This design comes from an exercise in tuning for small area on the open sky130 flow, not from production work.
Only simulation tests tie the RTL to the original design; equivalence was not proved.
Power figures rest on the tool's default switching activity, not on a simulated workload.

**flow/config.mk**
```make
export PLATFORM = sky130hd
export DESIGN_NAME = capture_top
export DESIGN_NICKNAME = capture_top
export VERILOG_FILES = /design/flow/design.v
export SDC_FILE = /design/flow/constraint.sdc
export NUM_CORES = 4
export LEC_CHECK = 0
export CAP_MARGIN = 20
export CORE_MARGIN = 2
export CORE_UTILIZATION = 30
export PLACE_DENSITY = 0.55
export SLEW_MARGIN = 20
export SYNTH_MEMORY_MAX_BITS = 16384
```
**flow/constraint.sdc**
```tcl
create_clock -name core_clock -period 8.0 [get_ports {clk_1_8}]
set_input_delay 1.6000 -clock core_clock [delete_from_list [all_inputs] [get_ports {clk_1_8}]]
set_output_delay 1.6000 -clock core_clock [all_outputs]
set_load 0.01 [all_outputs]
```
**flow/design.v**
```verilog
`timescale 1ns/1ns
`default_nettype none
package capture_pkg;
   typedef logic [96-1:0] chan_word_t;    
   typedef logic [128-1:0] word_t;         
   typedef logic [6-1:0] ring_addr_t;
   typedef logic [6:0] phase_cnt_t;
   typedef logic [31:0] ctrl_reg_t;
   typedef logic [16-1:0] trig_vec_t;    
   typedef logic [31:0] count32_t;    
   typedef enum logic [1:0] {
      FILL,       
      ARMED,      
      READOUT,    
      POST        
   } capture_state_t;
endpackage
`default_nettype wire
`timescale 1ns/1ns
`default_nettype none
module trig_sync (
   input  wire            clk_1_8,
   input  wire            rst_i,
   input  capture_pkg::trig_vec_t ext_trig_vector_i,
   input  wire            trigout_i,
   input  wire            trigout_mcu_i,
   input  wire            trigout_oen_mcu_i,
   input  capture_pkg::ctrl_reg_t ctrl_reg_i,
   output capture_pkg::trig_vec_t      ext_trig_vector_o,
   output logic           ext_trig_o,
   output logic           stream_trig_o,
   output logic           trigout_o,
   output logic           trigout_mcu_o,
   output logic           trigout_oen_o,
   output capture_pkg::ctrl_reg_t      ctrl_sync_o
);
   capture_pkg::trig_vec_t vec_d1;
   capture_pkg::trig_vec_t vec_d2;
   capture_pkg::trig_vec_t rise_now;     
   capture_pkg::trig_vec_t rise_det;
   logic      trigout_s1;
   logic      trigout_mcu_s1;
   logic      trigout_oen_s1;
   capture_pkg::ctrl_reg_t ctrl_s1;
   capture_pkg::ctrl_reg_t ctrl_s2;
   always_ff @(posedge clk_1_8) begin
      vec_d1            <= ext_trig_vector_i;
      vec_d2            <= vec_d1;
      ext_trig_vector_o <= vec_d2;    
   end
   assign rise_now = ext_trig_vector_i &
                     ~{ext_trig_vector_i[16-2:0], vec_d1[16-1]};
   always_ff @(posedge clk_1_8) begin
      if (rst_i) begin
         rise_det   <= '0;
         ext_trig_o <= 1'b0;
      end else begin
         rise_det   <= rise_now;
         ext_trig_o <= |rise_det;
      end
   end
   always_ff @(posedge clk_1_8) begin
      trigout_s1     <= trigout_i;
      trigout_mcu_s1 <= trigout_mcu_i;
      trigout_oen_s1 <= trigout_oen_mcu_i;
      trigout_mcu_o  <= trigout_s1;        
      trigout_o      <= trigout_mcu_s1;
      trigout_oen_o  <= trigout_oen_s1;
      ctrl_s1        <= ctrl_reg_i;
      ctrl_s2        <= ctrl_s1;
      ctrl_sync_o    <= ctrl_s2;
   end
   assign stream_trig_o = trigout_mcu_s1;
endmodule
`default_nettype wire
`timescale 1ns/1ns
`default_nettype none
module source_mux (
   input  wire             clk_1_8,
   input  wire             rst_i,
   input  capture_pkg::ctrl_reg_t  ctrl_i,
   input  capture_pkg::chan_word_t data_a_i,
   input  wire             data_valid_i,
   input  wire             ext_trig_i,
   input  wire             stream_trig_i,
   output capture_pkg::word_t           src_word_o,
   output logic            src_valid_o
);
   localparam int NUM_SAMPLES = 96 / 12;
   capture_pkg::count32_t timecount;
   capture_pkg::count32_t datacount;
   logic     stream_mode;
   logic     pattern_mode;
   logic     stream_valid;
   capture_pkg::word_t    stream_word;
   capture_pkg::word_t    pattern_word;
   assign stream_mode  = ctrl_i[1];
   assign pattern_mode = ctrl_i[2];
   assign stream_valid = ctrl_i[3] ? ext_trig_i : stream_trig_i;
   assign stream_word = {16'h0007, 16'h0006, 16'h0005, 16'h0004,
                         timecount[31:16], timecount[15:0],
                         datacount[31:16], datacount[15:0]};
   always_comb begin
      pattern_word = '0;
      for (int k = 0; k < NUM_SAMPLES; k++) begin
         pattern_word[k*12 +: 12] = 12'(k);
      end
   end
   always_ff @(posedge clk_1_8) begin
      if (stream_mode)
         src_word_o <= stream_word;
      else if (pattern_mode)
         src_word_o <= pattern_word;
      else
         src_word_o <= capture_pkg::word_t'(data_a_i);    
   end
   always_ff @(posedge clk_1_8) begin
      if (rst_i) begin
         src_valid_o <= 1'b0;
         timecount   <= '0;
         datacount   <= '0;
      end else begin
         if (stream_mode)
            src_valid_o <= stream_valid;
         else if (pattern_mode)
            src_valid_o <= 1'b1;
         else
            src_valid_o <= data_valid_i;
         if (data_valid_i) timecount <= timecount + 1'b1;
         if (!stream_mode)
            datacount <= '0;                  
         else if (stream_valid)
            datacount <= datacount + 1'b1;
      end
   end
endmodule
`default_nettype wire
`timescale 1ns/1ns
`default_nettype none
module ring_counter (
   input  wire        clk_1_8,
   input  wire        rst_i,
   input  wire        wr_en_i,
   input  wire        rd_en_i,
   input  wire        clear_i,       
   output capture_pkg::ring_addr_t wr_addr_o,
   output capture_pkg::ring_addr_t rd_addr_o,
   output logic       fill_full_o,
   output logic       phase_done_o   
);
   capture_pkg::ring_addr_t wr_ptr;
   capture_pkg::ring_addr_t rd_ptr;
   capture_pkg::phase_cnt_t fill_cnt;
   capture_pkg::phase_cnt_t phase_cnt;
   logic       post_phase;    
   always_ff @(posedge clk_1_8) begin
      if (rst_i || clear_i) begin
         wr_ptr     <= '0;
         rd_ptr     <= '0;
         fill_cnt   <= '0;
         phase_cnt  <= '0;
         post_phase <= 1'b0;
      end else begin
         if (wr_en_i) wr_ptr <= wr_ptr + 1'b1;
         if (rd_en_i)
            rd_ptr <= rd_ptr + 1'b1;
         else if (wr_en_i)
            rd_ptr <= wr_ptr + 1'b1;
         if (wr_en_i && !fill_full_o) fill_cnt <= fill_cnt + 1'b1;
         if (phase_done_o) begin
            phase_cnt  <= '0;
            post_phase <= 1'b1;
         end else if (rd_en_i || (post_phase && wr_en_i)) begin
            phase_cnt  <= phase_cnt + 1'b1;
         end
      end
   end
   assign wr_addr_o    = wr_ptr;
   assign rd_addr_o    = rd_ptr;
   assign fill_full_o  = (fill_cnt == capture_pkg::phase_cnt_t'(64));
   assign phase_done_o = post_phase ? (phase_cnt == capture_pkg::phase_cnt_t'(64))
                                    : (phase_cnt == capture_pkg::phase_cnt_t'(64));
endmodule
`default_nettype wire
`timescale 1ns/1ns
`default_nettype none
module ring_buffer (
   input  wire             clk_1_8,
   input  capture_pkg::word_t      wr_word_i,
   input  wire             wr_en_i,
   input  wire             rd_en_i,
   input  capture_pkg::ring_addr_t wr_addr_i,
   input  capture_pkg::ring_addr_t rd_addr_i,
   output capture_pkg::word_t           rd_word_o     
);
   capture_pkg::word_t mem [64];
   always_ff @(posedge clk_1_8) begin
      if (wr_en_i) begin
         mem[wr_addr_i] <= wr_word_i;
      end
   end
   always_ff @(posedge clk_1_8) begin
      if (rd_en_i) begin
         rd_word_o <= mem[rd_addr_i];
      end
   end
endmodule
`default_nettype wire
`timescale 1ns/1ns
`default_nettype none
module capture_fsm (
   input  wire        clk_1_8,
   input  wire        rst_i,
   input  capture_pkg::word_t src_word_i,
   input  wire        src_valid_i,
   input  wire        ext_trig_i,
   input  wire        fill_full_i,
   input  wire        phase_done_i,
   input  capture_pkg::word_t rd_word_i,       
   output logic       wr_en_o,
   output logic       rd_en_o,
   output logic       clear_o,         
   output capture_pkg::word_t      data_o,
   output logic       data_valid_o
);
   capture_pkg::capture_state_t state;
   capture_pkg::capture_state_t state_nxt;
   logic           rd_en_d;      
   logic           post_pass;    
   always_ff @(posedge clk_1_8) begin
      if (rst_i)
         state <= capture_pkg::FILL;
      else
         state <= state_nxt;
   end
   always_comb begin
      state_nxt = state;
      case (state)
         capture_pkg::FILL:    if (fill_full_i)  state_nxt = capture_pkg::ARMED;
         capture_pkg::ARMED:   if (ext_trig_i)   state_nxt = capture_pkg::READOUT;    
         capture_pkg::READOUT: if (phase_done_i) state_nxt = capture_pkg::POST;
         capture_pkg::POST:    if (phase_done_i) state_nxt = capture_pkg::FILL;
         default: state_nxt = capture_pkg::FILL;
      endcase
   end
   assign wr_en_o = src_valid_i &&
                    (state == capture_pkg::FILL || state == capture_pkg::ARMED ||
                     (state == capture_pkg::POST && !phase_done_i));
   assign rd_en_o = (state == capture_pkg::READOUT) && !phase_done_i;
   assign clear_o = (state == capture_pkg::POST) && phase_done_i;
   assign post_pass = (state == capture_pkg::POST) && src_valid_i && !phase_done_i;
   always_ff @(posedge clk_1_8) begin
      if (rd_en_d)
         data_o <= rd_word_i;
      else if (post_pass)
         data_o <= src_word_i;
   end
   always_ff @(posedge clk_1_8) begin
      if (rst_i) begin
         rd_en_d      <= 1'b0;
         data_valid_o <= 1'b0;
      end else begin
         rd_en_d      <= rd_en_o;
         data_valid_o <= rd_en_d || post_pass;
      end
   end
endmodule
`default_nettype wire
`timescale 1ns/1ns
`default_nettype none
module capture_top (
   input  wire             clk_1_8,
   input  wire             rst_i,
   input  capture_pkg::chan_word_t data_a_i,
   input  wire             data_valid_i,
   input  capture_pkg::ctrl_reg_t  ctrl_reg_i,
   input  capture_pkg::trig_vec_t  ext_trig_vector_i,
   input  wire             trigout_i,
   input  wire             trigout_mcu_i,
   input  wire             trigout_oen_mcu_i,
   output capture_pkg::word_t           data_o,
   output logic            data_valid_o,
   output capture_pkg::trig_vec_t       ext_trig_vector_o,
   output logic            trigout_o,
   output logic            trigout_mcu_o,
   output logic            trigout_oen_o
);
   logic      ext_trig;
   logic      stream_trig;
   capture_pkg::ctrl_reg_t ctrl_sync;
   capture_pkg::word_t     src_word;
   logic      src_valid;
   logic       wr_en;
   logic       rd_en;
   logic       clear;
   capture_pkg::ring_addr_t wr_addr;
   capture_pkg::ring_addr_t rd_addr;
   logic       fill_full;
   logic       phase_done;
   capture_pkg::word_t      rd_word;
   trig_sync u_trig_sync (
      .clk_1_8           (clk_1_8),
      .rst_i             (rst_i),
      .ext_trig_vector_i (ext_trig_vector_i),
      .trigout_i         (trigout_i),
      .trigout_mcu_i     (trigout_mcu_i),
      .trigout_oen_mcu_i (trigout_oen_mcu_i),
      .ctrl_reg_i        (ctrl_reg_i),
      .ext_trig_vector_o (ext_trig_vector_o),
      .ext_trig_o        (ext_trig),
      .stream_trig_o     (stream_trig),
      .trigout_o         (trigout_o),
      .trigout_mcu_o     (trigout_mcu_o),
      .trigout_oen_o     (trigout_oen_o),
      .ctrl_sync_o       (ctrl_sync)
   );
   source_mux u_source_mux (
      .clk_1_8       (clk_1_8),
      .rst_i         (rst_i),
      .ctrl_i        (ctrl_sync),
      .data_a_i      (data_a_i),
      .data_valid_i  (data_valid_i),
      .ext_trig_i    (ext_trig),
      .stream_trig_i (stream_trig),
      .src_word_o    (src_word),
      .src_valid_o   (src_valid)
   );
   ring_counter u_ring_counter (
      .clk_1_8 (clk_1_8),
      .rst_i   (rst_i),
      .wr_en_i      (wr_en),
      .rd_en_i      (rd_en),
      .clear_i      (clear),
      .wr_addr_o    (wr_addr),
      .rd_addr_o    (rd_addr),
      .fill_full_o  (fill_full),
      .phase_done_o (phase_done)
   );
   ring_buffer u_ring_buffer (
      .clk_1_8   (clk_1_8),
      .wr_word_i (src_word),
      .wr_en_i   (wr_en),
      .rd_en_i   (rd_en),
      .wr_addr_i (wr_addr),
      .rd_addr_i (rd_addr),
      .rd_word_o (rd_word)
   );
   capture_fsm u_capture_fsm (
      .clk_1_8      (clk_1_8),
      .rst_i        (rst_i),
      .src_word_i   (src_word),
      .src_valid_i  (src_valid),
      .ext_trig_i   (ext_trig),
      .fill_full_i  (fill_full),
      .phase_done_i (phase_done),
      .rd_word_i    (rd_word),
      .wr_en_o      (wr_en),
      .rd_en_o      (rd_en),
      .clear_o      (clear),
      .data_o       (data_o),
      .data_valid_o (data_valid_o)
   );
endmodule
`default_nettype wire
```
**flow/run.sh**
```bash
#!/bin/bash
# synth_recipe.tcl (not shown) runs the flow's synth.tcl, then flattens the netlist and writes it again
# the make line also repeats each setting of config.mk as NAME=value (left out here)
make -C /OpenROAD-flow-scripts/flow DESIGN_CONFIG=/design/flow/config.mk WORK_HOME=/design/flow/orfs CLKGATE_MAP_FILE= SYNTH_SCRIPT=/design/flow/synth_recipe.tcl finish
```
==> impl_metrics.ini <==
[run_status]
outcome = complete, no violations

[synthesis]
synthTopCellsByArea = sky130_fd_sc_hd__edfxtp_1 (76%), sky130_fd_sc_hd__mux4_2 (11%), sky130_fd_sc_hd__mux2i_1 (3.4%)
syn-mean-instance-area_um2 = 21.7
synth_warn = 5
yosys_register_bits = 6675
async_reset_ff_share_pct = 0
synth_area_mm2 = 0.252
yosys.area.top_type = sky130_fd_sc_hd__edfxtp_1
yosys.cell_types.count = 64
synth_top_flop_cell = sky130_fd_sc_hd__edfxtp_1
top_cell_type_s_share_of_synthesized_area_pct = 76.1
synth_edf_count = 6402
post_synth_inst_count = 11600
ys_seq_area_share_pct = 78.3

[timing]
worst-slew-pin-transition_ns = 1.31
final_critical_path_setup_slack_ns = 2.93
rsz0062_at_grt = no
timing.max_slew.rel_slack_pct = 11.8
timing.fmax_mhz = 197
accumulated_negative_setup_slack_ns = 0
timing.final.max_slew_violations = 0
hold_viol = 0
ratio_of_final_minimum_period_to_clock_period_pct = 63.4
worst_clock_skew_ns = 0.156
fin_crit_ns = 5.07
setup_failing_eps_final = 0
whs_ns = 0.324

[worst_setup_path]
critPathMaxStageDelay_ns = 0.87
reg2reg_depth = 9
path_cells = inv_1, ha_1, nor2b_1, a41oi_1, o21a_1, nand3_1, nor2_4, buf_4, buf_4
worstPathRequired_ns = 8.68
critical_path_peak_fanout = 28
critPathLaunchType = flip-flop
critical_path_buf_inv_count = 3
critical_path.most_common_cell = sky130_fd_sc_hd__buf_4
critPathKind = reg2reg
family_of_cells_with_the_greatest_summed_delay_on_the_critical_path = buffers and inverters
worst_ep_arrival_time_ns = 5.75
timing.critical_path.depth = 9
end_kind = flip-flop
cpMaxStageDelayCell = sky130_fd_sc_hd__nand3_1

[placement]
post-dp-hpwl_mm = 395
place.gp.congestion = 0.763
dp_cells = 22800
place_area_mm2 = 0.270
port_buffers = 241
pre_cts_slack_ns = 3.06

[cts]
clock_root_buffer_master = sky130_fd_sc_hd__clkbuf_16
cts_buffers = 688
post_cts_resized = 0
holdBufCountCts = 0
cts_tree = built
cts-root-to-sink-buffers = 4
worst_setup_hold_path_clk_slew_ns = 0.06
clk_sinks = 6675
cts.repair_timing.setup_buffer_count = 0
clkLatencyLatePin_ns = 1.19
cts-htree-levels = 6

[cells_and_area]
nNetsFinal = 12500
area.growth.synth_to_final_pct = 15.9
layout-drive-gt1-share_pct = 22.9
fillerInstances = 77400
finalNonFillerCells = 24200
multi_input_combinational_cell_area_mm2 = 0.0520
area.sequential_mm2 = 0.198
fin_area_mm2 = 0.293

[pwr]
switching_share_pct = 22.7
cell_internal_power_mw = 58.2
power.ir.vdd_worst_mv = 0.239
p_switching_mw = 17.1
power_per_cell_area_mw_per_mm2 = 257
total_leakage_power_nw = 92.1
share_comb_of_total_power_pct = 7.1
share_seq_of_total_power_pct = 51.3
clock_power_share_pct = 41.6

[global_route]
grt_start_max_net_pins = 122
grt_pass1_vias = 125000
globalRouteOverflowTotal = 0
antenna_found_initial = 74
grt_first_pass_wirelength_mm = 1060
gr-usage-all-layers_pct = 17.8

[detailed_routing]
routed-via-count = 127000
drtAntennaViolNets = 0
drt_drc_violations_left = 0
routed_wire_length_per_instance_um = 32.5
drt-total-wl_mm = 786
initialDrtViolationCount = 17800
dr.pass1.iters = 5
route.detailed.vias_per_inst = 5.26

[die]
floorplan.rows = 336
chip_width_um = 921
chipHeight_um = 921
core_area_mm2 = 0.838
die_area_mm2 = 0.849
initial_util_pct = 30.1
ioPinCount = 298

[run]
drv.max_cap_violation_count = 0

[hold_path]
timing.hold.worst.class = reg2reg
number_of_stages_on_the_worst_hold_path = 0
## cell families (layout without fill, tap and decap cells)
group	Yosys count	after routing	share of synthesized area, %
multiplexers	2284	2284	15.4
flip-flops	6675	6675	78.3
other	1	162	0.00149
buffers and inverters	716	1921	1.39
AND/OR/NAND/NOR	735	735	1.38
XOR/XNOR	73	73	0.253
adder cells (fa/ha/maj)	12	12	0.0595
AO/OA/AOI/OAI	1140	1140	3.22
## flip-flops by register name, indices dropped and copies added, names as in the netlist, 7 cells and up
name	count
u_ring_counter.fill_cnt	7
u_capture_fsm.data_o	97
u_trig_sync.rise_det	16
u_source_mux.src_word_o	97
u_ring_buffer.rd_word_o	97
u_trig_sync.vec_d1	16
u_trig_sync.ext_trig_vector_o	16
u_ring_buffer.mem	6208
u_ring_counter.phase_cnt	7
u_trig_sync.vec_d2	16
u_source_mux.datacount	32
u_source_mux.timecount	32
## per-layer routing
layer / vias to the layer above / track usage [%] / wire length (um)
li1: 50400 / - / -
met1: 69400 / 24.9 / 326000
met2: 6077 / 29.0 / 374000
met3: 1071 / 3.19 / 65500
met4: 22 / 4.29 / 19900
met5: - / 0 / 345
## power by group through the flow
stage	sequential, mW	clock [mW]	combinational [mW]
5_1_grt	38.6	33.2	5.68
3_3_place_gp	39.4	0	5.38
2_1_floorplan	39.5	0	3.72
6_report	38.6	31.3	5.34
4_1_cts	38.6	31.9	5.41
3_5_place_dp	39.4	0	5.40
## cell usage in the layout, fill, tap and decap left out, drive strengths merged, types with 21 or more instances in the layout
cell,count
a22oi,97
nand2b,25
bufinv,30
buf,391
mux2i,850
nor2b,32
diode,135
a41oi,33
o221ai,165
nand2,184
a211oi,112
o22ai,126
o211ai,26
dfxtp,273
nor3,22
mux2,176
nor2,270
a31o,21
conb,27
a21oi,174
nand3,40
mux4,1258
xnor2,29
a2111oi,47
a221oi,54
clkdlybuf4s50,240
a22o,65
inv,49
clkbuf,928
xor2,44
nand4,29
edfxtp,6402
o21ai,154
and2,42
a32o,21
clkinv,272
## stage by stage
step           utilization, %  power [mW]
2_1_floorplan               -        43.2
3_3_place_gp             32.2        44.8
3_5_place_dp             32.3        44.8
4_1_cts                  34.9        75.9
5_1_grt                  34.9        77.5
6_report                 34.9        75.3
## final cells by class
type	instances	area share (%)
inverters	21	0.0295
flip-flops and latches	6675	67.6
repair buffers	631	2.23
clock buffers	928	6.37
multi-input cells	4271	17.8
clock inverters	341	1.09
diodes	135	0.115
well taps	11200	4.77
## worst paths after layout
check                                            to  slack [ns]                   startpoint
setup / recovery          u_ring_buffer.mem[21][36]        2.93  u_ring_counter.phase_cnt[0]
hold / removal    u_trig_sync.ext_trig_vector_o[11]        0.32       u_trig_sync.vec_d2[11]
hold reg to reg   u_trig_sync.ext_trig_vector_o[11]        0.32       u_trig_sync.vec_d2[11]
setup reg to reg          u_ring_buffer.mem[21][36]        2.93  u_ring_counter.phase_cnt[0]
## cell usage after synthesis, types with 6 or more instances
cell type,count
sky130_fd_sc_hd__edfxtp_1,6402
sky130_fd_sc_hd__mux4_2,1258
sky130_fd_sc_hd__mux2i_1,850
sky130_fd_sc_hd__clkbuf_1,324
sky130_fd_sc_hd__dfxtp_1,273
sky130_fd_sc_hd__nor2_1,270
sky130_fd_sc_hd__buf_2,197
sky130_fd_sc_hd__nand2_1,184
sky130_fd_sc_hd__mux2_2,176
sky130_fd_sc_hd__a21oi_1,174
sky130_fd_sc_hd__o221ai_1,165
sky130_fd_sc_hd__o21ai_0,152
sky130_fd_sc_hd__o22ai_1,126
sky130_fd_sc_hd__buf_4,118
sky130_fd_sc_hd__a211oi_1,112
sky130_fd_sc_hd__a22oi_1,97
sky130_fd_sc_hd__a22o_1,65
sky130_fd_sc_hd__a221oi_1,54
sky130_fd_sc_hd__a2111oi_0,47
sky130_fd_sc_hd__xor2_1,44
sky130_fd_sc_hd__and2_1,42
sky130_fd_sc_hd__buf_1,40
sky130_fd_sc_hd__nand3_1,40
sky130_fd_sc_hd__a41oi_1,33
sky130_fd_sc_hd__nor2b_1,32
sky130_fd_sc_hd__nand4_1,29
sky130_fd_sc_hd__xnor2_1,29
sky130_fd_sc_hd__o211ai_1,26
sky130_fd_sc_hd__nand2b_1,25
sky130_fd_sc_hd__nor3_1,22
sky130_fd_sc_hd__a32o_1,21
sky130_fd_sc_hd__and4_1,20
sky130_fd_sc_hd__inv_1,20
sky130_fd_sc_hd__nor3b_1,17
sky130_fd_sc_hd__and3_1,16
sky130_fd_sc_hd__a31o_1,15
sky130_fd_sc_hd__buf_6,13
sky130_fd_sc_hd__ha_1,12
sky130_fd_sc_hd__nor4_1,12
sky130_fd_sc_hd__o31ai_1,12
sky130_fd_sc_hd__or3_1,12
sky130_fd_sc_hd__a31oi_1,9
sky130_fd_sc_hd__a31o_2,6

[re-timing with driven ports]
No port has a modelled driver above. Below, the same layout with a new extraction and two added sets of constraints.
Step 1 assumes that a clkbuf_16 drives the clock port and a buf_2 every other input.
Step 2 times the ports against the registers' clock, not the clock port: input delays grow and output delays shrink by t, the midpoint of the rising clock arrivals with the driver on.
a / b / c = ideal / step 1 / step 2; a / b = the first two.
shift t [ns]: 1.268
setup slack, ns: 2.928 / 2.928 / 2.928
worst setup path at the end: register to register
latest minus earliest clock arrival (ns): 0.179 / 0.179
After both steps this run still meets setup and hold. The setup slack of this run moves by 0.000 ns with the drivers and by 0.000 ns with both steps.
